What follows belongs to an exercise in optimizing a design on an open flow for small area, a short achievable clock period and few clock cycles per item; a production flow would make more cautious choices. Where RTL was checked, it was by simulation tests only, not by an equivalence proof against the original. Power is estimated from default activity; no workload was simulated.

// integer_to_ascii_formatter
module integer_to_ascii_formatter
#(
    parameter int VALUE_WIDTH = 64
)
(
    input  logic                   clk,
    input  logic                   rst_n,
    input  logic                   item_valid,
    output logic                   item_stall,
    input  logic [VALUE_WIDTH-1:0] value,
    input  logic [1:0]             base_select,
    input  logic [6:0]             min_width,
    input  logic [5:0]             min_digits,
    input  logic                   signed_mode,
    input  logic                   left_justify,
    input  logic                   zero_pad,
    input  logic                   plus_sign,
    input  logic                   space_sign,
    input  logic                   alt_prefix,
    input  logic                   lower_case,
    output logic                   char_valid,
    input  logic                   char_stall,
    output logic [7:0]             out_char,
    output logic                   last_char
);
clock: 10.0 ns
lec_check: 0
abc_area: 1
cap_margin: 20
core_margin: 2
core_utilization: 40
slew_margin: 20
tns_end_percent: 0
standard.sh (not shown) runs the stock make flow with config.mk's settings and CLKGATE_MAP_FILE= SYNTH_SCRIPT=/design/flow/synth_recipe.tcl, a recipe that flattens the netlist after the stock synthesis.
==> flow/flow/run.sh <==
#!/bin/bash
# Standard layout, with the timing repair aiming at a setup margin of 6.8 ns.
set -euo pipefail
bash standard.sh SETUP_SLACK_MARGIN=6.8 finish > standard.log 2>&1
The first run went through all stages and came out clean.
Testbench counts at the start, summed over its fixed seeds: cycles 50,651, items 3,200.
Rerun with:
==> flow/flow/run.sh (replaced) <==
#!/bin/bash
# Standard layout, with the timing repair aiming at a setup margin of 6.5 ns.
set -euo pipefail
bash standard.sh SETUP_SLACK_MARGIN=6.5 finish > standard.log 2>&1
Wire length fell slightly.
Final cell count went down slightly.
Area after synthesis does not change.

========
v24:
integer_to_ascii_formatter again, from the RTL that the note above started with.
clock: 10.0 ns
lec_check: 0
abc_area: 1
cap_margin: 20
core_margin: 2
core_utilization: 40
slew_margin: 20
tns_end_percent: 0
==> flow/flow/run.sh <==
#!/bin/bash
# Standard layout, with the timing repair aiming at a setup margin of 7.0 ns.
set -euo pipefail
bash standard.sh SETUP_SLACK_MARGIN=7.0 finish > standard.log 2>&1
v24 completed end to end with timing, DRC and antenna clean.
Testbench counts of v24, summed over its fixed seeds: cycles 50,651, items 3,200.
#### Input delta (v30 over v24)
==> flow/flow/run.sh <==
#!/bin/bash
# Standard layout, with the timing repair aiming at a setup margin of 6.0 ns.
set -euo pipefail
bash standard.sh SETUP_SLACK_MARGIN=6.0 finish > standard.log 2>&1
==> run summary <==
Having completed the whole flow, v30 delivered a layout that passed the timing, design-rule and antenna checks. [compare] base=v24 new=v30: non-clock buffering overhead in the final layout shows a reduction of 1.6 points, initial cell density of the core stayed essentially flat, power drawn by the combinational cells went down 7.0%. Changes observed in v30 relative to v24: footprint of the flip-flops and latches now sits at about the same level, total routed wire length on the met1 layer went down 3.4%, setup slack shrank by 0.52 ns, first-iteration detailed-routing DRC count fell 84, horizontal die dimension essentially unchanged. Looking at clock-buffer cell count, v30 sits below v24. Global-route track usage on met1: v30 lower than v24.

========
## v7
Another version of the RTL of integer_to_ascii_formatter (not shown whole).
Size in the first run: about 3,900 cells after synthesis, roughly 320 flip-flops.
export LEC_CHECK = 0
export ABC_AREA = 1
export CAP_MARGIN = 20
export CORE_MARGIN = 2
export CORE_UTILIZATION = 40
export SLEW_MARGIN = 20
create_clock -name core_clock -period 10.0 [get_ports {clk}]
==> flow/flow/run.sh <==
#!/bin/bash
# Standard layout, with the timing repair aiming at a setup margin of 6.0 ns.
set -euo pipefail
bash standard.sh SETUP_SLACK_MARGIN=6.0 finish > standard.log 2>&1
v7 | status: complete | timing, DRC, antenna: pass
The following lists how v22 was set up differently from v7:
==> flow/run.sh (new file) <==
#!/bin/bash
# synth_recipe.tcl (not shown) runs the flow's synth.tcl, then flattens the netlist and writes it again
# the make line also repeats each setting of config.mk as NAME=value (left out here)
make -C /OpenROAD-flow-scripts/flow DESIGN_CONFIG=/design/flow/config.mk WORK_HOME=/design/flow/orfs CLKGATE_MAP_FILE= SYNTH_SCRIPT=/design/flow/synth_recipe.tcl finish
removed: flow/flow/run.sh
removed: flow/standard.sh
## What came out
- For the combinational cell fraction of total power, v22 came in 3.0 points lower than v7 did.
- Number of nets at the end of the flow in v22 is 120 below v7.
- Of v22 and v7, the run reporting the higher total clock buffers created by CTS was v7.
- v22 ends up with a non-filler instance count after layout that is 2.6% lower than in v7.
- v22 ended up with a higher routed length on met1 than v7 did.
- Highest-delay cell along the critical path = sky130_fd_sc_hd__fa_2: v7; highest-delay cell along the critical path = sky130_fd_sc_hd__clkinv_1: v22
- When v22 is measured against v7, its core utilization turns out 2.8 points lower.
- Cell count along the critical path: v22 vs v7 down 9.1%
- Summary — number of diodes, v22 relative to v7: lower, by 6.
Function was not checked in any run of this note: the RTL went through the layout flow alone.

-- re-timing with driven ports --
No port has a modelled driver above. Below, the same layouts with a new extraction and two added sets of constraints.
Step 1 (the two cells are an assumption about what drives the block):
set clk [get_ports {clk}]
set_driving_cell -lib_cell sky130_fd_sc_hd__clkbuf_16 $clk
set_driving_cell -lib_cell sky130_fd_sc_hd__buf_2 [delete_from_list [all_inputs] $clk]
Step 2 also shifts input and output timing later by t, the mid clock arrival at the registers, as if the neighbouring blocks saw the same clock.
Slacks: ideal / step 1 / step 2; pairs: ideal / step 1.
run	shift t [ns]	setup slack, ns	latest minus earliest clock arrival (ns)	worst data-port slew with drivers (ns)	cell pins on the clock port's net
the first run of note 1	0.623	6.613 / 6.613 / 6.235	0.042 / 0.042	0.05	1
the second run of note 1	0.612	6.503 / 6.484 / 5.993	0.029 / 0.030	0.06	1
v24	0.623	6.613 / 6.613 / 6.235	0.042 / 0.042	0.05	1
v30	0.609	6.092 / 6.092 / 6.013	0.025 / 0.026	0.06	1
v7	0.639	5.330 / 5.330 / 5.330	0.032 / 0.031	0.12	1
v22	0.631	2.254 / 2.254 / 2.254	0.029 / 0.029	0.10	1
After both steps every run listed still meets setup and hold. The setup slack of the second run of note 1, which loses most, moves by -0.019 ns with the drivers and by -0.510 ns with both steps.
